This is an optimization exercise on Yosys and OpenROAD, whose aim is small area and a short achievable clock period, not a production implementation.
Only simulation tests tie the RTL to the original design; equivalence was not proved.
Power is estimated from default activity; no workload was simulated.

$ cat flow/flow/map.abc
&get -n
&nf -a
&put
$ cat flow/config.mk
export PLATFORM = sky130hd
export DESIGN_NAME = mem_writeback_buffer
export DESIGN_NICKNAME = mem_writeback_buffer
export VERILOG_FILES = /design/flow/design.v
export SDC_FILE = /design/flow/constraint.sdc
export NUM_CORES = 4
export LEC_CHECK = 0
export CAP_MARGIN = 20
export CORE_MARGIN = 2
export CORE_UTILIZATION = 45
export SETUP_SLACK_MARGIN = 2.5
export SLEW_MARGIN = 20
$ cat flow/standard.sh
#!/bin/bash
# synth_recipe.tcl (not shown) runs the flow's synth.tcl, then flattens the netlist and writes it again
# the make line also repeats each setting of config.mk as NAME=value (left out here)
make -C /OpenROAD-flow-scripts/flow DESIGN_CONFIG=/design/flow/config.mk WORK_HOME=/design/flow/orfs CLKGATE_MAP_FILE= SYNTH_SCRIPT=/design/flow/synth_recipe.tcl "${@:-finish}"
$ cat flow/flow/synth_wrap.tcl
# The standard flow's synthesis script, with ABC's cell mapping run from flow/map.abc
# (area-oriented &nf on the design as written, with no restructuring) instead of
# ORFS's speed script. Registers are untouched:
# abc runs without -dff, so every flip-flop keeps its name and cell type.
proc abc {args} {
  set i [lsearch $args -script]
  lset args [expr {$i + 1}] $::env(MY_ABC_SCRIPT)
  yosys abc {*}$args
}
source $::env(FLOW_SYNTH_TCL)
$ cat flow/flow/run.sh
#!/bin/bash
# The standard layout (standard.sh) with these changes:
#  - synthesis maps logic with flow/map.abc (see flow/synth_wrap.tcl);
#  - port buffers are the smallest plain buffer (buf_1) rather than the delay
#    buffer OpenROAD would pick; timing repair may still resize them;
#  - the clock tree uses clkbuf_8 with larger sink clusters and no dummy loads.
# Each tool's output goes to the ORFS logs under orfs/logs; make's own output
# goes to standard.log here.
set -euo pipefail
HERE=$(cd "$(dirname "$0")" && pwd)
WORK=$(pwd)
export MY_ABC_SCRIPT=$HERE/map.abc
export FLOW_SYNTH_TCL=$WORK/synth_recipe.tcl
export BUFFER_PORTS_ARGS="-buffer_cell sky130_fd_sc_hd__buf_1"
export CTS_ARGS="-sink_clustering_enable -repair_clock_nets -dont_use_dummy_load -buf_list sky130_fd_sc_hd__clkbuf_8 -sink_clustering_size 12 -sink_clustering_max_diameter 60"
sed "s|SYNTH_SCRIPT=[^ ]*|SYNTH_SCRIPT=$HERE/synth_wrap.tcl|" standard.sh > my_standard.sh
grep -q "SYNTH_SCRIPT=$HERE/synth_wrap.tcl" my_standard.sh
bash my_standard.sh > standard.log 2>&1
$ cat flow/design.v
module mem_writeback_buffer #(
  parameter int ADDR_W = 9,
  parameter int DATA_W = 32,
  parameter int DEPTH  = 8
) (
  input  logic                     clk,
  input  logic                     rst_n,
  input  logic [3:0]               wr_valid,
  input  logic [ADDR_W-1:0]        wr_addr0,
  input  logic [ADDR_W-1:0]        wr_addr1,
  input  logic [ADDR_W-1:0]        wr_addr2,
  input  logic [ADDR_W-1:0]        wr_addr3,
  input  logic [DATA_W-1:0]        wr_data0,
  input  logic [DATA_W-1:0]        wr_data1,
  input  logic [DATA_W-1:0]        wr_data2,
  input  logic [DATA_W-1:0]        wr_data3,
  output logic                     wb_stall,
  input  logic                     mem_ready,
  output logic                     mem_we,
  output logic [ADDR_W-1:0]        mem_addr,
  output logic [DATA_W-1:0]        mem_data,
  input  logic [ADDR_W-1:0]        rd_addr1,
  input  logic [ADDR_W-1:0]        rd_addr2,
  output logic                     fwd_hit1,
  output logic [DATA_W-1:0]        fwd_data1,
  output logic                     fwd_hit2,
  output logic [DATA_W-1:0]        fwd_data2,
  output logic [$clog2(DEPTH):0]   occupancy,
  output logic                     overflow
);
  localparam int ENT_W = ADDR_W + DATA_W;
  logic [2:0] rd_ptr_q, wr_ptr_q;
  logic [3:0] count_q;
  logic       overflow_q;
  logic [7:0] vis_q;
  logic [7:0][ENT_W-1:0] ent_q;    
  logic [3:0][ENT_W-1:0] src;
  assign src[0] = {wr_addr0, wr_data0};
  assign src[1] = {wr_addr1, wr_data1};
  assign src[2] = {wr_addr2, wr_data2};
  assign src[3] = {wr_addr3, wr_data3};
  logic [3:0] v;
  assign v = wr_valid;
  logic nonempty;
  assign nonempty = |count_q;
  assign wb_stall = count_q[3] | (count_q[2] & (count_q[1] | count_q[0]));
  logic acc, pop;
  assign acc = ~wb_stall;
  assign pop = nonempty & mem_ready;
  logic [7:0] rd_oh;
  logic [3:0] wp_oh;
  always_comb begin
    for (int k = 0; k < 8; k++) rd_oh[k] = (rd_ptr_q == 3'(k));
    for (int k = 0; k < 4; k++) wp_oh[k] = (wr_ptr_q[1:0] == 2'(k));
  end
  logic [3:0][3:0] pos_oh;
  always_comb begin
    pos_oh[0] = 4'b0001;
    pos_oh[1] = v[0] ? 4'b0010 : 4'b0001;
    case (v[1:0])
      2'b00:          pos_oh[2] = 4'b0001;
      2'b01, 2'b10:   pos_oh[2] = 4'b0010;
      default:        pos_oh[2] = 4'b0100;
    endcase
    case (v[2:0])
      3'b000:                         pos_oh[3] = 4'b0001;
      3'b001, 3'b010, 3'b100:         pos_oh[3] = 4'b0010;
      3'b011, 3'b101, 3'b110:         pos_oh[3] = 4'b0100;
      default:                        pos_oh[3] = 4'b1000;
    endcase
  end
  logic [3:0] nv_ge;
  assign nv_ge[0] = |v;
  assign nv_ge[1] = (v[0] & (v[1] | v[2] | v[3])) | (v[1] & (v[2] | v[3])) | (v[2] & v[3]);
  assign nv_ge[2] = (v[0] & v[1] & (v[2] | v[3])) | (v[2] & v[3] & (v[0] | v[1]));
  assign nv_ge[3] = &v;
  logic [3:0][ENT_W-1:0] bank_d;
  logic [3:0]            bank_we;
  logic [3:0]            bank_row;
  logic [3:0][3:0]       xs;         
  always_comb begin
    for (int b = 0; b < 4; b++) begin
      bank_we[b]  = 1'b0;
      bank_row[b] = 1'b0;
      bank_d[b]   = '0;
      for (int k = 0; k < 4; k++) begin
        if (wp_oh[(b - k) & 3]) begin
          bank_we[b]  = acc & nv_ge[k];
          bank_row[b] = wr_ptr_q[2] ^ (((b - k) & 3) + k > 3);
        end
      end
      for (int s = 0; s < 4; s++) begin
        xs[b][s] = 1'b0;
        for (int k = 0; k < 4; k++) xs[b][s] = xs[b][s] | (wp_oh[(b - k) & 3] & pos_oh[s][k]);
        xs[b][s] = xs[b][s] & v[s];
      end
      bank_d[b] = (({ENT_W{xs[b][0]}} & src[0]) | ({ENT_W{xs[b][1]}} & src[1]))
                | (({ENT_W{xs[b][2]}} & src[2]) | ({ENT_W{xs[b][3]}} & src[3]));
    end
  end
  logic [3:0] src_sup;
  always_comb
    for (int s = 0; s < 4; s++) begin
      src_sup[s] = 1'b0;
      for (int t = s + 1; t < 4; t++)
        src_sup[s] = src_sup[s] | (v[t] & (src[t][ENT_W-1:DATA_W] == src[s][ENT_W-1:DATA_W]));
    end
  logic [3:0]             prev_row;
  logic [3:0][ADDR_W-1:0] prev_addr;
  logic [3:0]             kill;
  always_comb
    for (int b = 0; b < 4; b++) begin
      prev_row[b]  = (2'(b) < wr_ptr_q[1:0]) ? wr_ptr_q[2] : ~wr_ptr_q[2];
      prev_addr[b] = prev_row[b] ? ent_q[b + 4][ENT_W-1:DATA_W] : ent_q[b][ENT_W-1:DATA_W];
      kill[b] = 1'b0;
      for (int s = 0; s < 4; s++)
        kill[b] = kill[b] | (v[s] & (src[s][ENT_W-1:DATA_W] == prev_addr[b]));
      kill[b] = kill[b] & acc;
    end
  logic [3:0] bank_vis;
  always_comb
    for (int b = 0; b < 4; b++) begin
      bank_vis[b] = 1'b0;
      for (int s = 0; s < 4; s++) bank_vis[b] = bank_vis[b] | (xs[b][s] & ~src_sup[s]);
    end
  logic [7:0] slot_we;
  always_comb
    for (int b = 0; b < 4; b++) begin
      slot_we[b]     = bank_we[b] & ~bank_row[b];
      slot_we[b + 4] = bank_we[b] &  bank_row[b];
    end
  always_ff @(posedge clk)
    for (int i = 0; i < 8; i++)
      if (slot_we[i]) ent_q[i] <= bank_d[i[1:0]];
  logic [2:0] n_enq;
  always_comb begin
    n_enq = 3'd0;
    if (acc) begin
      if (nv_ge[3])      n_enq = 3'd4;
      else if (nv_ge[2]) n_enq = 3'd3;
      else if (nv_ge[1]) n_enq = 3'd2;
      else if (nv_ge[0]) n_enq = 3'd1;
    end
  end
  always_ff @(posedge clk or negedge rst_n) begin
    if (!rst_n) begin
      rd_ptr_q   <= '0;
      wr_ptr_q   <= '0;
      count_q    <= '0;
      overflow_q <= 1'b0;
      vis_q      <= '0;
    end else begin
      for (int b = 0; b < 4; b++)
        for (int r = 0; r < 2; r++)
          vis_q[r*4 + b] <= slot_we[r*4 + b] ? bank_vis[b]
                          : vis_q[r*4 + b] & ~(pop & rd_oh[r*4 + b])
                            & ~(kill[b] & (prev_row[b] == r[0]));
      rd_ptr_q   <= rd_ptr_q + 3'(pop);
      wr_ptr_q   <= wr_ptr_q + n_enq;
      count_q    <= count_q + 4'(n_enq) - 4'(pop);
      overflow_q <= overflow_q | (wb_stall & (|v));
    end
  end
  function automatic logic [ENT_W-1:0] aor8(input logic [7:0] s,
                                            input logic [7:0][ENT_W-1:0] w);
    logic [7:0][ENT_W-1:0] t;
    for (int i = 0; i < 8; i++) t[i] = {ENT_W{s[i]}} & w[i];
    aor8 = (t[0] | t[1] | t[2]) | (t[3] | t[4] | t[5]) | (t[6] | t[7]);
  endfunction
  logic [ENT_W-1:0] head;
  assign head     = aor8(rd_oh & {8{nonempty}}, ent_q);
  assign mem_addr = head[ENT_W-1:DATA_W];
  assign mem_data = head[DATA_W-1:0];
  assign mem_we    = nonempty;
  assign occupancy = count_q;
  assign overflow  = overflow_q;
  function automatic logic [DATA_W:0] lookup(input logic [ADDR_W-1:0] a,
                                             input logic [7:0][ENT_W-1:0] e,
                                             input logic [7:0] vs);
    logic [7:0] m;
    logic [ADDR_W-1:0] q;
    logic [2:0] g;
    logic [ENT_W-1:0] r;
    for (int i = 0; i < 8; i++) begin
      q    = ~(e[i][ENT_W-1:DATA_W] ^ a);
      g[0] = q[0] & q[1] & q[2];
      g[1] = q[3] & q[4] & q[5];
      g[2] = q[6] & q[7] & q[8];
      m[i] = (g[0] & g[1]) & (g[2] & vs[i]);
    end
    r = aor8(m, e);
    lookup = {((m[0] | m[1] | m[2]) | (m[3] | m[4] | m[5]) | (m[6] | m[7])), r[DATA_W-1:0]};
  endfunction
  assign {fwd_hit1, fwd_data1} = lookup(rd_addr1, ent_q, vis_q);
  assign {fwd_hit2, fwd_data2} = lookup(rd_addr2, ent_q, vis_q);
endmodule
$ cat flow/constraint.sdc
create_clock -name core_clock -period 7.5 [get_ports {clk}]
set_input_delay 1.5000 -clock core_clock [delete_from_list [all_inputs] [get_ports {clk}]]
set_output_delay 1.5000 -clock core_clock [all_outputs]
set_load 0.01 [all_outputs]
==> out/metrics.csv, run 1 <==
metric,value,unit
powerDensity,407.8,nW/um2
finalSetupViolCount,0,
max-cap-violations,0,
crit_chain,buf_2 > xnor2_1 > nand3_1 > nor3_4 > buf_6 > a22oi_1 > nand3_1 > buf_1,
vias_per_cell,7.748,
rows,81,
area_growth,16.85,%
finalWeightedCongestion,0.9863,
cp_data_required_time,6000,ps
cp_slowest_stage_delay,430,ps
grt_pass1_vias,22075,
wl_per_cell,36.78,um
ys.flop_type,edfxtp_1,
grt_max_degree,43,
grt_usage,0.4049,
overflow,0,
die_x,226.8,um
p_sw,5.017,mW
synth_edf_count,328,
hold_path_depth,1,
ys_types,37,
rr_startpoint,wr_ptr_q[1]$_DFF_PN0_,
final_layout_size_suffix_gt1_frac,0.08937,
power_frac_seq,0.355,
critPathKind,input port to output port,
yosysSeqAreaShare,0.4622,
hold_path_class,register to register,
r2r-end,vis_q[0]$_DFF_PN0_,
final_cell_mix,"328 x edfxtp_1, 298 x xnor2_1, 285 x buf_1",
vias,22584,
r2r_slack,2850,ps
critPathLaunchType,input port,
drv_slew,0,
cp_slowest_cell,buf_6,
p_clk_frac,0.107,
crit_top_cell,nand3_1,
portBuffers,302,
syn_area_per_cell,12.36,um2
cp_data_arrival_time,3470,ps
nFillCells,4353,
finalPower,10.64,mW
routed_wl,107.2,mm
irDropWorstVdd,0.2547,mV
switching_share,0.4713,
ys_warn_count,1,
syn_area,22340,um2
antenna_found_initial,13,
hold_end,overflow_q$_DFF_PN0_,
ys_seq_elements,347,
core_area,48950,um2
final_common_cell,edfxtp_1,
cp_top_family,buffers and inverters,
dieArea,51440,um2
tightestPinTransition,1268,ps
tns,0,ps
netlist_instances,1808,
clock_path_buffers,3,
p_leak,8.470,nW
hp-start,overflow_q$_DFF_PN0_,
grt_first_pass_wirelength,148.9,mm
drt-initial-drc-count,4544,
slew_headroom,0.1538,
timing.critical_path.buf_inv,3,
fin_nets,2447,
die_h,226.8,um
cts_tree,built,
path_max_fanout,33,
internal_power,5.628,mW
status,"complete, no violations",
ff_latch_area,10320,um2
hold_viol_final,0,
insertion_delay,650,ps
clock_sinks,347,
fin_skew,79.14,ps
p_comb_frac,0.538,
ios,303,
end_kind,output port,
fin_hold_ws,461.7,ps
ant_nets,0,
numCtsBuffers,40,
rr_worst_depth,10,
fmax,201.0,MHz
min_period,4975,ps
initial_utilization,0.4564,
async_flop_share,0.05476,
firstDrtPassIters,15,
htreeDepth,2,
synth_nets,2015,
post-route-drc-count,0,
path_clk_slew,60,ps
cts_root_buf,clkbuf_8,
post-route-period-util,0.6633,
rsz0062_at_grt,true,
dp_hpwl,64.70,mm
multi_input_comb_area,12310,um2
==> power by group through the flow <==
stage | clock, mW | combinational (mW) | sequential [mW]
global placement | 0 | 5.34 | 3.76
global route | 1.20 | 5.93 | 3.83
floorplan | 0 | 3.30 | 3.62
CTS | 1.14 | 5.45 | 3.75
detailed placement | 0 | 5.43 | 3.79
finish | 1.14 | 5.73 | 3.78
==> sequential cells by signal, summed over array words and instances, names as in the netlist <==
| name | flops |
|---|---|
| wr_ptr_q | 3 |
| rd_ptr_q | 3 |
| overflow_q | 1 |
| ent_q | 328 |
| count_q | 4 |
| vis_q | 8 |
==> layer usage <==
metal,up-vias,global-route usage,share of wire
met5,-,0.003910,0.0010
met1,10876,0.5120,0.35
met3,541,0.1070,0.14
li1,9035,-,-
met4,14,0.2368,0.066
met2,2118,0.6245,0.44
==> metrics by stage <==
step           setup slack [ps]  utilization  instance area, um2  instances
2_1_floorplan              2220            -               22440       1808
5_1_grt                    2500       0.5328               26080       2905
3_3_place_gp               1801       0.5141               25160       2835
4_1_cts                    2424       0.5297               25930       2889
3_5_place_dp               1820       0.5144               25180       2836
6_report                   2525       0.5333               26100       2915
==> Yosys cell counts, types with 12 or more instances <==
cell type | count | area (um2)
clkinv_1 | 27 | 101.4
edfxtp_1 | 328 | 9849
dfrtp_1 | 19 | 475.5
a21oi_1 | 13 | 65.06
a221o_1 | 164 | 1642
a22o_1 | 164 | 1436
nand4_1 | 40 | 250.2
a22oi_1 | 106 | 795.8
ha_1 | 16 | 200.2
nor3_1 | 25 | 125.1
mux2i_1 | 45 | 450.4
nor2b_1 | 12 | 75.07
xnor2_1 | 298 | 2610
nor4_1 | 40 | 250.2
nor2_1 | 24 | 90.09
xor2_1 | 52 | 455.4
a222oi_1 | 218 | 2182
nand3_1 | 145 | 725.7
==> worst max-delay path by stage <==
| stage | from | endpoint | slack, ps | depth (start not counted) |
|---|---|---|---|---|
| 6_report | rd_addr2[1] | fwd_data2[20] | 2530 | 8 |
| 5_1_grt | wr_valid[1] | ent_q[251]$_DFFE_PP_ | 2500 | 8 |
| 4_1_cts | wr_valid[0] | ent_q[278]$_DFFE_PP_ | 2420 | 9 |
| 3_5_place_dp | wr_valid[0] | ent_q[286]$_DFFE_PP_ | 1820 | 9 |
| 3_3_place_gp | rd_addr1[8] | fwd_data1[26] | 1800 | 8 |
| 2_1_floorplan | wr_valid[0] | vis_q[4]$_DFF_PN0_ | 2220 | 7 |
==> cell type report <==
cell class              count  area share
diodes                     13    0.001246
repair buffers            389     0.07453
flip-flops and latches    347      0.3955
multi-input cells        1435      0.4716
clock buffers              40     0.02109
well taps                 664     0.03183
inverters                  27    0.004170
==> repair_timing <==
item	4_1_cts	5_1_grt
hold buffers	0	0
buffers inserted	13	12
setup endpoints to repair	74	207
cloned	0	1
gates resized for setup	29	6
pin swaps	5	2
==> worst reg2reg max path, cell delays in order, from the launching register on <==
cell      delay (ps)
dfrtp_1          780
or2_0            440
clkinv_1         310
ha_1             860
mux2i_1          820
xnor2_1          130
nor4_1           420
nand4_1          150
a41o_1           350
o221ai_1         200
mux2i_1          100
==> logic make-up after synthesis <==
group | after synthesis | share of synthesized area
xor gates and xnor gates | 350 | 0.1372
AOI/OAI and AO/OA | 698 | 0.2847
DFF | 347 | 0.4622
adders and majority gates | 18 | 0.01075
and+or+nand+nor | 318 | 0.07595
muxes | 50 | 0.02470
buffers and inverters | 27 | 0.004537
==> inputs of run 2 (changes only) <==
--- a/flow/config.mk
+++ b/flow/config.mk
@@ -8,5 +8,5 @@
 export CAP_MARGIN = 20
 export CORE_MARGIN = 2
-export CORE_UTILIZATION = 45
-export SETUP_SLACK_MARGIN = 2.5
+export CORE_UTILIZATION = 50
+export SETUP_SLACK_MARGIN = 2.75
 export SLEW_MARGIN = 20
==> run 2 against run 1 <==
Against the previous run: sequential share of layout area down 0.17 points; combinational power decreased by 2%; sequential power is essentially flat; clock skew increased by 2.9 ps; clock power about the same; fmax increased by 5.1%; die area is 9.8% lower; cell area up 0.42%; synthesized area unchanged; global-route usage up 2.8 points; still clean on timing, DRC and antenna; cell count down 2.6%.
==> out/metrics.csv, run 2 <==
metric,value,unit,change
status,"complete, no violations",,unchanged
post-route-period-util,0.6312,,was 0.6633
antenna_found_initial,14,,was 13
top_register,ent_q,,unchanged
drv_slew,0,,unchanged
hold_buffers,0,,unchanged
synth_most_common_cell,edfxtp_1,,unchanged
finalSetupViolCount,0,,unchanged
cp_top_family,buffers and inverters,,unchanged
synth_compound_area_frac,0.2847,,unchanged
rsz0062_at_grt,false,,was true
path_clk_slew,70,ps,was 60 ps
htreeDepth,2,,unchanged
final_cell_mix,"328 x edfxtp_1, 298 x xnor2_1, 279 x buf_1",,"was 328 x edfxtp_1, 298 x xnor2_1, 285 x buf_1"
die_x,215.4,um,was 226.8 um
dp_hpwl,62.67,mm,was 64.70 mm
largest_reg_flops,328,,unchanged
ys_warn_count,1,,unchanged
numCtsBuffers,39,,was 40
fmax,211.2,MHz,was 201.0 MHz
yosysSeqAreaShare,0.4622,,unchanged
end_kind,output port,,unchanged
final_common_cell,edfxtp_1,,unchanged
powerDensity,401.9,nW/um2,was 407.8 nW/um2
clock_path_buffers,3,,unchanged
rows,77,,was 81
synth_edf_count,328,,unchanged
min_period,4734,ps,was 4975 ps
syn_area_per_cell,12.36,um2,unchanged
cts_tree,built,,unchanged
synth_top_family_by_area,compound AO/OA/AOI/OAI gates,,unchanged
path_max_fanout,16,,was 33
hold_path_class,register to register,,unchanged
grt_first_pass_wirelength,147.4,mm,was 148.9 mm
finalWeightedCongestion,0.9725,,was 0.9863
synth_fa_ha_area_frac,0.01075,,unchanged
ios,303,,unchanged
async_flop_share,0.05476,,unchanged
place_inst,2761,,was 2836
fin_nets,2446,,was 2447
ys_top_cells_by_area,"edfxtp_1 44%, xnor2_1 12%, a222oi_1 9.8%, a221o_1 7.3%, a22o_1 6.4%",,unchanged
crit_top_cell,nand3_1,,unchanged
synth_nets,2015,,unchanged
final_layout_size_suffix_gt1_frac,0.09298,,was 0.08937
max-cap-violations,0,,unchanged
initial_utilization,0.5063,,was 0.4564
irDropWorstVdd,0.4342,mV,was 0.2547 mV
dieArea,46390,um2,was 51440 um2
cp_slowest_cell,nor3_4,,was buf_6
grt_pass1_vias,22134,,was 22075
ys_seq_elements,347,,unchanged
nFillCells,3766,,was 4353
fin_skew,82.05,ps,was 79.14 ps
portBuffers,302,,unchanged
cp_slowest_stage_delay,280,ps,was 430 ps
crit_chain,buf_2 > xnor2_1 > nand3_1 > nor3_4 > buf_4 > clkbuf_16 > a222oi_1 > nand3_1 > buf_1,,was buf_2 > xnor2_1 > nand3_1 > nor3_4 > buf_6 > a22oi_1 > nand3_1 > buf_1
critPathKind,input port to output port,,unchanged
overflow,0,,unchanged
netlist_instances,1808,,unchanged
cts_root_buf,clkbuf_8,,unchanged
yosysTopAreaCellShare,0.4409,,unchanged
cp_data_arrival_time,3230,ps,was 3470 ps
p_leak,8.546,nW,was 8.470 nW
synth_commonest_cells,"328 x edfxtp_1, 298 x xnor2_1, 218 x a222oi_1, 164 x a221o_1, 164 x a22o_1",,unchanged
vias_per_cell,8.050,,was 7.748
vias,22853,,was 22584
firstDrtPassIters,15,,unchanged
slew_headroom,0.2786,,was 0.1538
finalPower,10.54,mW,was 10.64 mW
grt_usage,0.4330,,was 0.4049
synth_top_cell_by_area,edfxtp_1,,unchanged
insertion_delay,640,ps,was 650 ps
wl_per_cell,37.00,um,was 36.78 um
timing.critical_path.buf_inv,4,,was 3
drt-initial-drc-count,5003,,was 4544
synth-xor-area-share,0.1372,,unchanged
clock_sinks,347,,unchanged
reg_top3,"ent_q: 328 flops, vis_q: 8 flops, count_q: 4 flops",,unchanged
cp_data_required_time,6000,ps,about the same
grt_max_degree,43,,unchanged
critPathLaunchType,input port,,unchanged
synthMuxAreaShare,0.02470,,unchanged
ys.flop_type,edfxtp_1,,unchanged
routed_wl,105.0,mm,was 107.2 mm
syn_area,22340,um2,unchanged
ys_types,37,,unchanged
hold_viol_final,0,,unchanged
ant_nets,0,,unchanged
core_area,44120,um2,was 48950 um2
die_h,215.4,um,was 226.8 um
tightestPinTransition,1080,ps,was 1268 ps
layout.cells.non_filler,2839,,was 2915
area_growth,17.34,%,was 16.85%
post-route-drc-count,0,,unchanged
tns,0,ps,unchanged
synth_simple_gate_area_share,0.07595,,unchanged
-- run 2: cell count changes in the layout (fill, tap and decap cells not counted), moves of 2 or more --
| cell | previous run | this run |
|---|---|---|
| clkbuf_16 | 0 | 3 |
| clkbuf_4 | 0 | 7 |
| buf_1 | 285 | 279 |
| nand3_2 | 0 | 2 |
| buf_12 | 6 | 11 |
| diode_2 | 13 | 10 |
| buf_2 | 17 | 3 |
| buf_4 | 66 | 64 |
| nand3_1 | 145 | 143 |
| clkbuf_2 | 0 | 3 |
| and2_2 | 5 | 0 |
| clkbuf_8 | 41 | 39 |
| buf_8 | 1 | 6 |
| and2_4 | 1 | 6 |
-- run 2: kinds of logic (layout without fill, tap and decap cells) --
logic type / after synthesis / in the layout
compound gates: 698 / 698
xor+xnor: 350 / 350
fa+ha+maj: 18 / 18
buf+inv: 27 / 456
flops: 347 / 347
mux: 50 / 50
other cells: 0 / 10
simple gates: 318 / 318
-- run 2: final timing paths --
| check | startpoint | end | slack [ps] | depth (start not counted) |
|---|---|---|---|---|
| hold / removal | overflow_q$_DFF_PN0_ | overflow_q$_DFF_PN0_ | 470 | 1 |
| max in group asynchronous | rst_n | vis_q[3]$_DFF_PN0_ | 6350 | 2 |
| setup / recovery | rd_addr2[2] | fwd_data2[27] | 2770 | 9 |
| setup reg to reg | wr_ptr_q[1]$_DFF_PN0_ | vis_q[0]$_DFF_PN0_ | 2960 | 10 |
| hold reg to reg | overflow_q$_DFF_PN0_ | overflow_q$_DFF_PN0_ | 470 | 1 |
| min in group asynchronous | rst_n | overflow_q$_DFF_PN0_ | 860 | 2 |
-- run 2: metrics by stage --
step / area (um2) / util / worst slack, ps / hold slack (ps)
final: 26210 / 0.5941 / 2766 / 467.1
after global routing: 26200 / 0.5937 / 2729 / 486.1
after CTS: 25860 / 0.5860 / 2730 / 477.2
after detailed placement: 25090 / 0.5686 / 1812 / 460.0
after global placement: 25030 / 0.5672 / 1660 / 469.8
after floorplan: 22450 / - / 2220 / 493.2
-- run 2: layer usage --
layer / vias up / routed length [um] / global-route usage
met4: 10 / 7086 / 0.2644
met3: 487 / 15420 / 0.1099
met5: - / 73 / 0
li1: 9023 / - / -
met2: 2312 / 46280 / 0.6635
met1: 11021 / 36170 / 0.5530
-- run 2: layout make-up --
type                    instances  area [um2]  area share
multi-input cells            1434       12320      0.4701
repair buffers                390        2153     0.08214
diodes                         10       25.02   0.0009546
clock buffers                  39       536.8     0.02048
flip-flops and latches        347       10320      0.3939
well taps                     592       740.7     0.02826
inverters                      27       108.9    0.004153
-- run 2: report_power, final --
group / internal, mW / switching [mW] / total [mW]
logic: 1.96 / 3.64 / 5.60
clock network: 0.462 / 0.667 / 1.13
registers: 3.16 / 0.643 / 3.81
-- run 2: repair_timing --
| item | 4_1_cts | 5_1_grt |
|---|---|---|
| setup endpoints to repair | 138 | 341 |
| setup buffers | 15 | 11 |
| resized for setup | 36 | 65 |
| cloned | 0 | 3 |
| pin swaps | 8 | 18 |
-- run 2: worst register-to-register path: cells and delay by family (launching register included) --
family,cells,cell delay [ps]
and+or+nand+nor,3,1100
adders and majority gates,1,850
muxes,2,770
DFF,1,760
AOI/OAI and AO/OA,2,510
buffers and inverters,1,290
xor gates and xnor gates,1,130
==> inputs of run 3 (changes only) <==
--- a/flow/config.mk
+++ b/flow/config.mk
@@ -9,4 +9,4 @@
 export CORE_MARGIN = 2
 export CORE_UTILIZATION = 50
-export SETUP_SLACK_MARGIN = 2.75
+export SETUP_SLACK_MARGIN = 3.0
 export SLEW_MARGIN = 20
==> run 3 against run 2 <==
Against the previous run: clock-buffer cell count is 1 higher; still clean; sequential cell count stayed put; cell count is 1.4% higher; clock skew is 19 ps higher; clock power hardly changed; non-clock buffer count is 40 higher; cell area is 6.7% higher; combinational power is 3% higher; fmax is 0.81% higher; wire length is 9.5% higher; critical path type unchanged; total power is 2.1% higher.
==> out/metrics.csv, run 3 <==
metric,value,unit,change
slew_headroom,0.2712,,was 0.2786
vias,23545,,was 22853
top_register,ent_q,,unchanged
ys_warn_count,1,,unchanged
tightestPinTransition,1089,ps,was 1080 ps
netlist_instances,1808,,unchanged
ios,303,,unchanged
post-route-period-util,0.6262,,was 0.6312
p_leak,9.489,nW,was 8.546 nW
finalSetupViolCount,0,,unchanged
hold_buffers,0,,unchanged
end_kind,output port,,unchanged
nFillCells,3563,,was 3766
insertion_delay,670,ps,was 640 ps
vias_per_cell,8.175,,was 8.050
hold_path_depth,1,,unchanged
initial_utilization,0.5063,,unchanged
status,"complete, no violations",,unchanged
min_period,4696,ps,was 4734 ps
grt_usage,0.4670,,was 0.4330
synth_nets,2015,,unchanged
irDropWorstVdd,0.3890,mV,was 0.4342 mV
critPathLaunchType,input port,,unchanged
cts_tree,built,,unchanged
finalWeightedCongestion,0.9479,,was 0.9725
fin_nets,2489,,was 2446
final_common_cell,edfxtp_1,,unchanged
grt_first_pass_wirelength,157.2,mm,was 147.4 mm
powerDensity,384.7,nW/um2,was 401.9 nW/um2
htreeDepth,2,,unchanged
firstDrtPassIters,15,,unchanged
fin_skew,101.4,ps,was 82.05 ps
yosysSeqAreaShare,0.4622,,unchanged
antenna_found_initial,6,,was 14
layout.cells.non_filler,2880,,was 2839
drt-initial-drc-count,5228,,was 5003
fmax,212.9,MHz,was 211.2 MHz
ant_nets,0,,unchanged
path_max_fanout,8,,was 16
die_h,215.4,um,unchanged
final_cell_mix,"328 x edfxtp_1, 271 x xnor2_1, 221 x buf_1",,"was 328 x edfxtp_1, 298 x xnor2_1, 279 x buf_1"
path_clk_slew,50,ps,was 70 ps
syn_area_per_cell,12.36,um2,unchanged
final_layout_size_suffix_gt1_frac,0.1575,,was 0.09298
numCtsBuffers,40,,was 39
post-place-ws,1979,ps,was 1812 ps
critPathKind,input port to output port,,unchanged
drv_slew,0,,unchanged
tns,0,ps,unchanged
grt_max_degree,43,,unchanged
clock_path_buffers,3,,unchanged
ys_types,37,,unchanged
portBuffers,302,,unchanged
ys_top_cells_by_area,"edfxtp_1 44%, xnor2_1 12%, a222oi_1 9.8%, a221o_1 7.3%, a22o_1 6.4%",,unchanged
async_flop_share,0.05476,,unchanged
dp_hpwl,61.46,mm,was 62.67 mm
grt_pass1_vias,22737,,was 22134
ys.flop_type,edfxtp_1,,unchanged
post-route-drc-count,0,,unchanged
rsz0062_at_grt,true,,was false
clock_sinks,347,,unchanged
wl_per_cell,39.95,um,was 37.00 um
place_area,25070,um2,was 25090 um2
cp_data_arrival_time,3200,ps,was 3230 ps
core_area,44120,um2,unchanged
cts_root_buf,clkbuf_8,,unchanged
synth_top_cell_by_area,edfxtp_1,,unchanged
cp_data_required_time,6000,ps,about the same
largest_reg_flops,328,,unchanged
dieArea,46390,um2,unchanged
synth_most_common_cell,edfxtp_1,,unchanged
ys_seq_elements,347,,unchanged
yosysTopAreaCellShare,0.4409,,unchanged
area_growth,25.19,%,was 17.34%
max-cap-violations,0,,unchanged
design_area,27970,um2,was 26210 um2
synth_commonest_cells,"328 x edfxtp_1, 298 x xnor2_1, 218 x a222oi_1, 164 x a221o_1, 164 x a22o_1",,unchanged
place_inst,2758,,was 2761
hold_viol_final,0,,unchanged
ff_latch_area,10330,um2,was 10320 um2
reg_top3,"ent_q: 328 flops, vis_q: 8 flops, count_q: 4 flops",,unchanged
overflow,0,,unchanged
worst_slack,2804,ps,was 2766 ps
syn_area,22340,um2,unchanged
rows,77,,unchanged
die_x,215.4,um,unchanged
multi_input_comb_area,12710,um2,was 12320 um2
hold_path_class,register to register,,unchanged
routed_wl,115.0,mm,was 105.0 mm
synth_edf_count,328,,unchanged
rr_worst_depth,10,,unchanged
run 3: path summary, 6_finish.rpt:
check                                            from                    end  slack (ps)
worst max-delay path                      rd_addr1[1]           fwd_data1[5]        2800
worst min-delay path             overflow_q$_DFF_PN0_   overflow_q$_DFF_PN0_         480
worst max register to register  wr_ptr_q[0]$_DFF_PN0_     vis_q[2]$_DFF_PN0_        3310
worst min register to register   overflow_q$_DFF_PN0_   overflow_q$_DFF_PN0_         480
max in group asynchronous                       rst_n     vis_q[2]$_DFF_PN0_        6160
min in group asynchronous                       rst_n  wr_ptr_q[2]$_DFF_PN0_         860
run 3: layer usage:
layer | track usage | vias to the layer above | wire, um
met5 | 0 | - | 0
met1 | 0.5804 | 11330 | 37510
met2 | 0.7103 | 2499 | 49440
met3 | 0.1521 | 594 | 19280
li1 | - | 9122 | -
met4 | 0.2821 | 0 | 8813
run 3: logic make-up (layout without fill, tap and decap cells):
family / after synthesis / in the layout / share of synthesized area
compound gates: 698 / 698 / 0.2847
buf+inv: 27 / 497 / 0.004537
xor+xnor: 350 / 350 / 0.1372
other cells: 0 / 8 / 0
simple gates: 318 / 320 / 0.07595
flops: 347 / 347 / 0.4622
fa+ha+maj: 18 / 18 / 0.01075
mux: 50 / 50 / 0.02470
run 3: through the flow:
| stage | util | total power [mW] | hold WS, ps |
|---|---|---|---|
| global route | 0.6336 | 11.05 | 485.1 |
| finish | 0.6338 | 10.76 | 481.8 |
| CTS | 0.6141 | 10.38 | 484.3 |
| detailed placement | 0.5682 | 9.151 | 471.1 |
| floorplan | - | 6.941 | 493.2 |
| global placement | 0.5675 | 9.073 | 463.7 |
run 3: layout make-up:
type	count	area share
Multi-Input combinational cell	1436	0.4546
Timing Repair Buffer	430	0.1256
Tap cell	592	0.02648
Antenna cell	8	0.0007158
Sequential cell	347	0.3692
Clock buffer	40	0.01968
Inverter	27	0.003713
run 3: critical path: stages:
cell and delay (ps):
buf_4 170, xnor2_1 220, nand3_2 230, nor3_4 230
buf_6 180, clkbuf_16 200, a222oi_1 100, nand3_1 180
buf_1 180
run 3: report_power, final:
part,internal (mW),total (mW),switching (mW)
Combinational,2.05,5.77,3.72
Clock,0.474,1.15,0.672
Sequential,3.16,3.84,0.678
Total,5.69,10.8,5.07
run 3: what timing repair did:
item,in CTS,in global routing
pin swaps,56,76
setup endpoints to repair,446,430
gates resized for setup,198,100
cloned,19,16
setup buffers,28,10
==> inputs of run 4 (changes only) <==
--- a/flow/config.mk
+++ b/flow/config.mk
@@ -9,4 +9,4 @@
 export CORE_MARGIN = 2
 export CORE_UTILIZATION = 50
-export SETUP_SLACK_MARGIN = 3.0
+export SETUP_SLACK_MARGIN = 2.6
 export SLEW_MARGIN = 20
==> run 4 against run 3 <==
Against the previous run: global-route usage shrank 2.1 points; wire length shrank 6.6%; synthesized cell count is the same; sequential cell count is the same; via count shrank 2.6%; cell count shrank 0.90%; clock-buffer cell count shrank 1; fmax shrank 4.2%; first-iteration DRC count grew 1.4%; combinational power shrank 0.7%; cell area shrank 6.8%; total power shrank 0.82%.
==> out/metrics.csv, run 4 <==
metric,value,unit,change
syn_area,22340,um2,unchanged
cp-startpoint,rd_ptr_q[2]$_DFF_PN0_,,was rd_addr1[1]
ios,303,,unchanged
vias,22940,,was 23545
r2r-end,vis_q[0]$_DFF_PN0_,,was vis_q[2]$_DFF_PN0_
grt_usage,0.4460,,was 0.4670
die_x,215.4,um,unchanged
async_flop_share,0.05476,,unchanged
cp_data_arrival_time,3400,ps,was 3200 ps
min_period,4903,ps,was 4696 ps
fin_nets,2453,,was 2489
overflow,0,,unchanged
synth_fa_ha_area_frac,0.01075,,unchanged
cts_root_buf,clkbuf_8,,unchanged
dieArea,46390,um2,unchanged
top_register,ent_q,,unchanged
rsz0062_at_grt,false,,was true
htreeDepth,2,,unchanged
grt_max_degree,44,,was 43
ys.flop_type,edfxtp_1,,unchanged
fmax,204.0,MHz,was 212.9 MHz
drv_slew,0,,unchanged
finalPower,10.67,mW,was 10.76 mW
portBuffers,302,,unchanged
path_max_fanout,22,,was 8
tns,0,ps,unchanged
slew_headroom,0.1490,,was 0.2712
end_kind,output port,,unchanged
synth_top_family_by_area,compound AO/OA/AOI/OAI gates,,unchanged
fin_skew,107.1,ps,was 101.4 ps
die_h,215.4,um,unchanged
netlist_instances,1808,,unchanged
irDropWorstVdd,0.3103,mV,was 0.3890 mV
syn_area_per_cell,12.36,um2,unchanged
synth_compound_area_frac,0.2847,,unchanged
area_growth,16.67,%,was 25.19%
synth_most_common_cell,edfxtp_1,,unchanged
drt-initial-drc-count,5301,,was 5228
crit_end,mem_data[22],,was fwd_data1[5]
vias_per_cell,8.038,,was 8.175
ant_nets,0,,unchanged
critPathLaunchType,register,,was input port
hp-start,overflow_q$_DFF_PN0_,,unchanged
hold_buffers,0,,unchanged
antenna_found_initial,18,,was 6
powerDensity,409.5,nW/um2,was 384.7 nW/um2
final_layout_size_suffix_gt1_frac,0.09180,,was 0.1575
routed_wl,107.4,mm,was 115.0 mm
ys_warn_count,1,,unchanged
ys_top_cells_by_area,"edfxtp_1 44%, xnor2_1 12%, a222oi_1 9.8%, a221o_1 7.3%, a22o_1 6.4%",,unchanged
finalWeightedCongestion,0.9903,,was 0.9479
r2r_slack,2920,ps,was 3310 ps
synth_simple_gate_area_share,0.07595,,unchanged
p_leak,8.502,nW,was 9.489 nW
tightestPinTransition,1271,ps,was 1089 ps
path_clk_slew,70,ps,was 50 ps
hold_path_class,register to register,,unchanged
final_common_cell,edfxtp_1,,unchanged
firstDrtPassIters,12,,was 15
max-cap-violations,0,,unchanged
place_area,25110,um2,was 25070 um2
rows,77,,unchanged
cp_data_required_time,6000,ps,about the same
insertion_delay,640,ps,was 670 ps
synthMuxAreaShare,0.02470,,unchanged
cts_tree,built,,unchanged
yosysSeqAreaShare,0.4622,,unchanged
wl_per_cell,37.65,um,was 39.95 um
hold_viol_final,0,,unchanged
ys_seq_elements,347,,unchanged
synth_edf_count,328,,unchanged
design_area,26060,um2,was 27970 um2
rr_startpoint,wr_ptr_q[1]$_DFF_PN0_,,was wr_ptr_q[0]$_DFF_PN0_
final_cell_mix,"328 x edfxtp_1, 298 x xnor2_1, 284 x buf_1",,"was 328 x edfxtp_1, 271 x xnor2_1, 221 x buf_1"
critPathKind,register to output port,,was input port to output port
clock_sinks,347,,unchanged
rr_worst_depth,10,,unchanged
post-route-period-util,0.6537,,was 0.6262
initial_utilization,0.5063,,unchanged
status,"complete, no violations",,unchanged
synth_commonest_cells,"328 x edfxtp_1, 298 x xnor2_1, 218 x a222oi_1, 164 x a221o_1, 164 x a22o_1",,unchanged
synth_top_cell_by_area,edfxtp_1,,unchanged
core_area,44120,um2,unchanged
reg_top3,"ent_q: 328 flops, vis_q: 8 flops, count_q: 4 flops",,unchanged
largest_reg_flops,328,,unchanged
ys_types,37,,unchanged
synth-xor-area-share,0.1372,,unchanged
grt_first_pass_wirelength,150.3,mm,was 157.2 mm
dp_hpwl,64.40,mm,was 61.46 mm
clock_path_buffers,3,,unchanged
numCtsBuffers,39,,was 40
synth_nets,2015,,unchanged
post-route-drc-count,0,,unchanged
grt_pass1_vias,21870,,was 22737
finalSetupViolCount,0,,unchanged
yosysTopAreaCellShare,0.4409,,unchanged
-- run 4: kinds of logic (layout without fill, tap and decap cells) --
logic type               after synthesis  in the layout
XOR/XNOR                             350            350
AO/OA/AOI/OAI                        698            698
flip-flops                           347            347
multiplexers                          50             50
adder cells (fa/ha/maj)               18             18
AND/OR/NAND/NOR                      318            321
other                                  0             18
buffers and inverters                 27            460
-- run 4: stage by stage --
step	cells	utilization	setup WS, ps	hold WS (ps)
2_1_floorplan	1808	-	2220	493.2
3_3_place_gp	2766	0.5685	1722	468.6
3_5_place_dp	2768	0.5692	1746	467.4
4_1_cts	2826	0.5868	2629	481.4
5_1_grt	2846	0.5902	2611	498.9
6_report	2854	0.5907	2598	473.4
-- run 4: how the worst min path moves through the flow --
| stage | endpoint | slack, ps | cells past startpoint |
|---|---|---|---|
| 6_report | overflow_q$_DFF_PN0_ | 470 | 1 |
| 5_1_grt | overflow_q$_DFF_PN0_ | 500 | 1 |
| 4_1_cts | overflow_q$_DFF_PN0_ | 480 | 1 |
| 3_5_place_dp | overflow_q$_DFF_PN0_ | 470 | 1 |
| 3_3_place_gp | overflow_q$_DFF_PN0_ | 470 | 1 |
| 2_1_floorplan | overflow_q$_DFF_PN0_ | 490 | 1 |
-- run 4: timing repair --
action                                  CTS  global route
pin swaps                                 9             1
gates resized for setup                  28             6
endpoints found under the setup margin  105           187
hold endpoints to repair                  0             0
gates cloned                              2             1
setup buffers                            17             9
-- run 4: critical path, stage by stage (launching register included) --
cell,delay [ps]
dfrtp_1,500
or3b_1,470
nor2_4,730
buf_4,510
a222oi_1,180
nand3_1,220
buf_1,190
-- run 4: power by group --
group	internal [mW]	total (mW)	switching [mW]
combinational	2.00	5.73	3.73
clock	0.462	1.14	0.674
sequential	3.16	3.81	0.647
-- run 4: cell type report --
class,instances,area (um2)
tap,592,740.7
fill,3753,18060
inverter,27,105.1
sequential,347,10320
clock buffer,39,536.8
timing repair buffer,394,1981
antenna,18,45.04
multi-input combinational,1437,12330
-- run 4: metal layers --
layer / up-vias / GRT usage / wire, um
met5: - / 0 / 17
met4: 2 / 0.2602 / 6960
met3: 531 / 0.1216 / 16310
met2: 2323 / 0.6634 / 46360
met1: 11039 / 0.5865 / 37790
li1: 9045 / - / -
==> inputs of run 5 (changes only) <==
--- a/flow/config.mk
+++ b/flow/config.mk
@@ -9,4 +9,4 @@
 export CORE_MARGIN = 2
 export CORE_UTILIZATION = 50
-export SETUP_SLACK_MARGIN = 2.6
+export SETUP_SLACK_MARGIN = 2.85
 export SLEW_MARGIN = 20
==> run 5 against run 4 <==
Against the previous run: clock power barely moved; sequential cell count did not move; still clean on timing, DRC and antenna; clock skew is 63 ps lower; critical path depth grew 4; wire length grew 1.7%; combinational power is essentially flat; via count increased by 1.9%; synthesized area is the same.
==> out/metrics.csv, run 5 <==
metric,value,unit,change
status,"complete, no violations",,unchanged
synth_simple_gate_area_share,0.07595,,unchanged
dp_hpwl,65.16,mm,was 64.40 mm
min_period,4762,ps,was 4903 ps
layout.cells.non_filler,2880,,was 2854
wl_per_cell,37.96,um,was 37.65 um
grt_first_pass_wirelength,151.8,mm,was 150.3 mm
ant_nets,0,,unchanged
ios,303,,unchanged
syn_area_per_cell,12.36,um2,unchanged
final_layout_size_suffix_gt1_frac,0.1616,,was 0.09180
yosysTopAreaCellShare,0.4409,,unchanged
async_flop_share,0.05476,,unchanged
ys_warn_count,1,,unchanged
nFillCells,3591,,was 3753
critPathLaunchType,input port,,was register
cts_tree,built,,unchanged
cp_data_required_time,6000,ps,about the same
crit_end,fwd_data2[23],,was mem_data[22]
rr_worst_depth,10,,unchanged
yosysSeqAreaShare,0.4622,,unchanged
area_growth,23.27,%,was 16.67%
fin_nets,2492,,was 2453
ys_top_cells_by_area,"edfxtp_1 44%, xnor2_1 12%, a222oi_1 9.8%, a221o_1 7.3%, a22o_1 6.4%",,unchanged
grt_usage,0.4488,,was 0.4460
r2r-end,vis_q[0]$_DFF_PN0_,,unchanged
synth-xor-area-share,0.1372,,unchanged
portBuffers,302,,unchanged
largest_reg_flops,328,,unchanged
synth_commonest_cells,"328 x edfxtp_1, 298 x xnor2_1, 218 x a222oi_1, 164 x a221o_1, 164 x a22o_1",,unchanged
synth_edf_count,328,,unchanged
synth_fa_ha_area_frac,0.01075,,unchanged
finalSetupViolCount,0,,unchanged
rr_startpoint,wr_ptr_q[1]$_DFF_PN0_,,unchanged
dieArea,46390,um2,unchanged
die_h,215.4,um,unchanged
die_x,215.4,um,unchanged
clock_path_buffers,3,,unchanged
top_register,ent_q,,unchanged
r2r_slack,3150,ps,was 2920 ps
tightestPinTransition,1146,ps,was 1271 ps
numCtsBuffers,38,,was 39
ys.flop_type,edfxtp_1,,unchanged
end_kind,output port,,unchanged
hp-start,overflow_q$_DFF_PN0_,,unchanged
synth_top_cell_by_area,edfxtp_1,,unchanged
powerDensity,387.0,nW/um2,was 409.5 nW/um2
max-cap-violations,0,,unchanged
hold_buffers,0,,unchanged
tns,0,ps,unchanged
final_common_cell,edfxtp_1,,unchanged
post-route-period-util,0.6349,,was 0.6537
cp-startpoint,rd_addr2[6],,was rd_ptr_q[2]$_DFF_PN0_
ys_seq_elements,347,,unchanged
hold_viol_final,0,,unchanged
synthMuxAreaShare,0.02470,,unchanged
synth_top_family_by_area,compound AO/OA/AOI/OAI gates,,unchanged
grt_pass1_vias,22248,,was 21870
vias,23371,,was 22940
drv_slew,0,,unchanged
overflow,0,,unchanged
hold_path_class,register to register,,unchanged
final_cell_mix,"328 x edfxtp_1, 281 x xnor2_1, 221 x buf_1",,"was 328 x edfxtp_1, 298 x xnor2_1, 284 x buf_1"
synth_compound_area_frac,0.2847,,unchanged
vias_per_cell,8.115,,was 8.038
post-route-drc-count,0,,unchanged
initial_utilization,0.5063,,unchanged
antenna_found_initial,8,,was 18
critPathKind,input port to output port,,was register to output port
multi_input_comb_area,12680,um2,was 12330 um2
firstDrtPassIters,13,,was 12
rows,77,,unchanged
place_inst,2775,,was 2768
syn_area,22340,um2,unchanged
grt_max_degree,44,,unchanged
p_leak,9.329,nW,was 8.502 nW
ys_types,37,,unchanged
reg_top3,"ent_q: 328 flops, vis_q: 8 flops, count_q: 4 flops",,unchanged
path_clk_slew,50,ps,was 70 ps
clock_sinks,347,,unchanged
htreeDepth,2,,unchanged
path_max_fanout,8,,was 22
fmax,210.0,MHz,was 204.0 MHz
netlist_instances,1808,,unchanged
cp_data_arrival_time,3260,ps,was 3400 ps
core_area,44120,um2,unchanged
fin_skew,44.48,ps,was 107.1 ps
slew_headroom,0.2359,,was 0.1490
rsz0062_at_grt,true,,was false
irDropWorstVdd,0.3874,mV,was 0.3103 mV
ff_latch_area,10320,um2,unchanged
finalWeightedCongestion,1.006,,was 0.9903
routed_wl,109.3,mm,was 107.4 mm
drt-initial-drc-count,5378,,was 5301
cts_root_buf,clkbuf_8,,unchanged
synth_nets,2015,,unchanged
synth_most_common_cell,edfxtp_1,,unchanged
insertion_delay,640,ps,about the same
## run 5: cell counts after synthesis
Identical to the previous run, type by type.
## run 5: per-layer routing
metal,wire length [um],vias up,part of all wire,track usage
li1,-,9124,-,-
met1,36490,11292,0.33,0.5484
met2,47840,2368,0.44,0.6866
met3,15860,581,0.15,0.1328
met4,9061,6,0.083,0.3080
met5,68,-,0.00062,0
## run 5: power by group
group | switching [mW] | internal (mW) | leakage, nW
Clock | 0.658 | 0.451 | 0.273
Combinational | 3.69 | 2.02 | 5.78
Sequential | 0.669 | 3.16 | 3.28
## run 5: critical path, cell delays in order
cell and delay, ps:
buf_12 130, xnor2_4 160, nand4_1 370, nor3_4 250, buf_6 180, buf_12 140
buf_16 160, a22oi_1 110, nand3_1 110, buf_2 140
## run 5: layout make-up
type                    instances  share of cell area
clock buffers                  38             0.01899
inverters                      27            0.003771
flip-flops and latches        347              0.3749
repair buffers                435              0.1145
diodes                          5           0.0004543
well taps                     592             0.02690
multi-input cells            1436              0.4604
## run 5: worst min-delay path by stage
stage,end,slack [ps],cells after the start
finish,overflow_q$_DFF_PN0_,480,1
global route,overflow_q$_DFF_PN0_,510,1
CTS,overflow_q$_DFF_PN0_,490,1
detailed placement,overflow_q$_DFF_PN0_,470,1
global placement,overflow_q$_DFF_PN0_,470,1
floorplan,overflow_q$_DFF_PN0_,490,1
## run 5: repair_timing
action                     in CTS  in global routing
gates cloned                   10                 10
gates resized for setup       134                134
pin swaps                      31                 59
setup endpoints to repair     414                269
hold endpoints to repair        0                  0
buffers inserted               31                 11
## run 5: cells by family (layout without fill, tap and decap cells)
| group | Yosys count | count (layout) |
|---|---|---|
| AOI/OAI and AO/OA | 698 | 698 |
| buffers and inverters | 27 | 500 |
| muxes | 50 | 50 |
| xor gates and xnor gates | 350 | 350 |
| other | 0 | 5 |
| adders and majority gates | 18 | 18 |
| and+or+nand+nor | 318 | 320 |
| DFF | 347 | 347 |
## run 5: through the flow
step / power, mW / setup WS, ps / util / hold slack (ps) / cell area (um2)
detailed placement: 9.151 / 1832 / 0.5725 / 474.4 / 25260
floorplan: 6.928 / 2813 / - / 493.2 / 22510
global placement: 9.054 / 1594 / 0.5676 / 465.2 / 25050
CTS: 10.31 / 2839 / 0.6042 / 486.2 / 26660
global route: 10.96 / 2763 / 0.6239 / 512.6 / 27530
finish: 10.66 / 2738 / 0.6241 / 482.3 / 27540
==> inputs of run 6 (changes only) <==
--- a/flow/config.mk
+++ b/flow/config.mk
@@ -8,5 +8,5 @@
 export CAP_MARGIN = 20
 export CORE_MARGIN = 2
-export CORE_UTILIZATION = 50
-export SETUP_SLACK_MARGIN = 2.85
+export CORE_UTILIZATION = 45
+export SETUP_SLACK_MARGIN = 2.75
 export SLEW_MARGIN = 20
==> run 6 against run 5 <==
Against the previous run: critical path type unchanged; sequential cell count did not move; sequential power barely moved; cell count rose by 1.9%; wire length rose by 0.48%; critical path depth did not move; synthesized area did not move; die area rose by 11%; first-iteration DRC count fell by 2.1%.
==> out/metrics.csv, run 6 <==
metric,value,unit,change
status,"complete, no violations",,unchanged
dieArea,51440,um2,was 46390 um2
path_max_fanout,9,,was 8
timing.critical_path.buf_inv,5,,unchanged
synth_commonest_cells,"328 x edfxtp_1, 298 x xnor2_1, 218 x a222oi_1, 164 x a221o_1, 164 x a22o_1",,unchanged
routed_wl,109.8,mm,was 109.3 mm
drv_slew,0,,unchanged
portBuffers,302,,unchanged
insertion_delay,660,ps,was 640 ps
syn_area_per_cell,12.36,um2,unchanged
rsz0062_at_grt,true,,unchanged
ant_nets,0,,unchanged
critPathLaunchType,input port,,unchanged
numCtsBuffers,41,,was 38
antenna_found_initial,11,,was 8
p_leak,8.826,nW,was 9.329 nW
max-cap-violations,0,,unchanged
htreeDepth,2,,unchanged
post-route-period-util,0.6393,,was 0.6349
post-route-drc-count,0,,unchanged
cp_slowest_stage_delay,290,ps,was 370 ps
ys.flop_type,edfxtp_1,,unchanged
ios,303,,unchanged
yosysTopAreaCellShare,0.4409,,unchanged
crit_top_cell,buf_1,,was buf_12
final_common_cell,edfxtp_1,,unchanged
vias,22920,,was 23371
slew_headroom,0.1657,,was 0.2359
powerDensity,397.2,nW/um2,was 387.0 nW/um2
grt_first_pass_wirelength,148.4,mm,was 151.8 mm
worst_slack,2705,ps,was 2738 ps
irDropWorstVdd,0.2970,mV,was 0.3874 mV
synth_edf_count,328,,unchanged
grt_usage,0.4048,,was 0.4488
core_area,48950,um2,was 44120 um2
netlist_instances,1808,,unchanged
rows,81,,was 77
clock_sinks,347,,unchanged
cts_root_buf,clkbuf_8,,unchanged
finalSetupViolCount,0,,unchanged
crit_chain,buf_1 > buf_6 > xnor2_1 > nand4_1 > nor3_4 > buf_4 > buf_12 > a22oi_1 > nand3_1 > buf_1,,was buf_12 > xnor2_4 > nand4_1 > nor3_4 > buf_6 > buf_12 > buf_16 > a22oi_1 > nand3_1 > buf_2
area_growth,19.89,%,was 23.27%
top_register,ent_q,,unchanged
finalWeightedCongestion,0.9919,,was 1.006
critPathKind,input port to output port,,unchanged
overflow,0,,unchanged
die_x,226.8,um,was 215.4 um
dp_hpwl,66.36,mm,was 65.16 mm
reg_top3,"ent_q: 328 flops, vis_q: 8 flops, count_q: 4 flops",,unchanged
cp_top_family,buffers and inverters,,unchanged
async_flop_share,0.05476,,unchanged
drt-initial-drc-count,5266,,was 5378
firstDrtPassIters,13,,unchanged
ys_seq_elements,347,,unchanged
final_cell_mix,"328 x edfxtp_1, 293 x xnor2_1, 266 x buf_1",,"was 328 x edfxtp_1, 281 x xnor2_1, 221 x buf_1"
post-place-ws,1948,ps,was 1832 ps
ys_warn_count,1,,unchanged
final_layout_size_suffix_gt1_frac,0.1118,,was 0.1616
cp_data_arrival_time,3290,ps,was 3260 ps
path_clk_slew,50,ps,about the same
tns,0,ps,unchanged
fin_skew,90.78,ps,was 44.48 ps
synth_nets,2015,,unchanged
grt_max_degree,43,,was 44
cts_tree,built,,unchanged
synth_most_common_cell,edfxtp_1,,unchanged
min_period,4795,ps,was 4762 ps
fin_nets,2471,,was 2492
vias_per_cell,7.812,,was 8.115
grt_pass1_vias,21689,,was 22248
clock_path_buffers,3,,unchanged
cp_data_required_time,6000,ps,about the same
yosysSeqAreaShare,0.4622,,unchanged
ys_top_cells_by_area,"edfxtp_1 44%, xnor2_1 12%, a222oi_1 9.8%, a221o_1 7.3%, a22o_1 6.4%",,unchanged
hold_buffers,0,,unchanged
tightestPinTransition,1249,ps,was 1146 ps
hold_path_class,register to register,,unchanged
synth_top_cell_by_area,edfxtp_1,,unchanged
end_kind,output port,,unchanged
cp_slowest_cell,nand4_1,,unchanged
largest_reg_flops,328,,unchanged
fmax,208.6,MHz,was 210.0 MHz
hold_viol_final,0,,unchanged
syn_area,22340,um2,unchanged
die_h,226.8,um,was 215.4 um
initial_utilization,0.4564,,was 0.5063
wl_per_cell,37.43,um,was 37.96 um
ys_types,37,,unchanged
run 6: changes by cell type in the layout (fill, tap and decap cells not counted), sizes merged:
cell	delta
clkinv	-2
clkbuf	-1
buf	-19
clkinvlp	+2
diode	+3
nor2b	-1
run 6: final timing paths:
check / start / end / slack [ps] / cells past startpoint
worst max-delay path: rd_addr2[7] / fwd_data2[11] / 2710 / 10
worst min-delay path: overflow_q$_DFF_PN0_ / overflow_q$_DFF_PN0_ / 460 / 1
worst max register to register: wr_ptr_q[1]$_DFF_PN0_ / vis_q[4]$_DFF_PN0_ / 2950 / 10
worst min register to register: overflow_q$_DFF_PN0_ / overflow_q$_DFF_PN0_ / 460 / 1
max in group asynchronous: rst_n / wr_ptr_q[1]$_DFF_PN0_ / 6370 / 2
min in group asynchronous: rst_n / vis_q[2]$_DFF_PN0_ / 850 / 2
run 6: through the flow:
step / cells / utilization / total power, mW / hold WS, ps / area (um2)
2_1_floorplan: 1808 / - / 6.922 / 493.2 / 22450
3_3_place_gp: 2840 / 0.5146 / 9.106 / 443.4 / 25190
3_5_place_dp: 2843 / 0.5158 / 9.212 / 449.3 / 25250
4_1_cts: 2894 / 0.5336 / 10.36 / 460.8 / 26120
5_1_grt: 2927 / 0.5468 / 10.97 / 497.6 / 26770
6_report: 2934 / 0.5471 / 10.64 / 457.4 / 26780
run 6: power breakdown:
| group | total (mW) | leakage (nW) | switching (mW) | internal (mW) |
|---|---|---|---|---|
| Clock | 1.16 | 0.295 | 0.672 | 0.484 |
| Combinational | 5.66 | 5.25 | 3.69 | 1.97 |
| Sequential | 3.82 | 3.28 | 0.661 | 3.16 |
run 6: repair_timing:
item                                    in CTS  in global routing
endpoints found under the setup margin      90                367
gates cloned                                 2                  8
pin swaps                                   11                 31
gates resized for setup                     65                 79
buffers inserted                             8                 23
run 6: cells by family (layout without fill, tap and decap cells):
group | Yosys count | after routing | synth area share
buffers and inverters | 27 | 480 | 0.004537
multiplexers | 50 | 50 | 0.02470
XOR/XNOR | 350 | 350 | 0.1372
other | 0 | 8 | 0
AND/OR/NAND/NOR | 318 | 319 | 0.07595
adder cells (fa/ha/maj) | 18 | 18 | 0.01075
flip-flops | 347 | 347 | 0.4622
AO/OA/AOI/OAI | 698 | 698 | 0.2847
run 6: worst reg2reg max path, stage by stage (launching register included):
cell      delay (ps)
dfrtp_1          740
or2_0            400
clkinv_1         280
ha_1             890
mux2i_1          780
xnor2_1          130
nor4_1           450
nand4_1          140
a41o_1           360
o221ai_1         190
mux2i_1           90
run 6: final cells by class:
class | instances | area [um2]
fill | 4247 | 22170
multi-input combinational | 1435 | 12370
sequential | 347 | 10320
timing repair buffer | 412 | 2560
tap | 664 | 830.8
clock buffer | 41 | 564.3
inverter | 27 | 108.9
antenna | 8 | 20.02
run 6: routing by layer:
| layer | part of all wire | vias to the layer above | GRT usage |
|---|---|---|---|
| met2 | 0.43 | 2178 | 0.6185 |
| met4 | 0.057 | 10 | 0.2167 |
| li1 | - | 9081 | - |
| met5 | 0.00055 | - | 0 |
| met3 | 0.16 | 465 | 0.1195 |
| met1 | 0.35 | 11186 | 0.5174 |

re-timing with driven ports:
The flow's constraints put no driver on any port. The routed layouts listed below were extracted and timed again, unchanged, in two steps.
Step 1, drivers: a clkbuf_16 drives clk and a buf_2 each remaining input, both assumed.
Step 2 moves the port delays by t, midway between the first and last clock arrival at a register: inputs arrive t later, outputs are due t later. That takes back most of the time a late clock gives input paths.
Three values: ideal ports, drivers, drivers and shift; two values: the first two.
run | t, ns | setup slack, ns | worst setup path at the end | latest minus earliest clock arrival (ns)
run 1 | 0.657 | 2.525 / 2.412 / 1.925 | input to register | 0.103 / 0.103
run 2 | 0.668 | 2.766 / 2.649 / 2.291 | input to register | 0.096 / 0.097
run 3 | 0.667 | 2.804 / 2.727 / 2.499 | input to register | 0.123 / 0.123
run 4 | 0.650 | 2.597 / 2.541 / 2.063 | input to register | 0.116 / 0.116
run 5 | 0.668 | 2.738 / 2.687 / 2.357 | input to register | 0.054 / 0.053
run 6 | 0.663 | 2.705 / 2.676 / 2.321 | input to register | 0.111 / 0.111
After both steps every run listed still meets setup and hold. For run 1, which loses most, drivers alone change the setup slack by -0.113 ns; drivers and shift together by -0.600 ns.
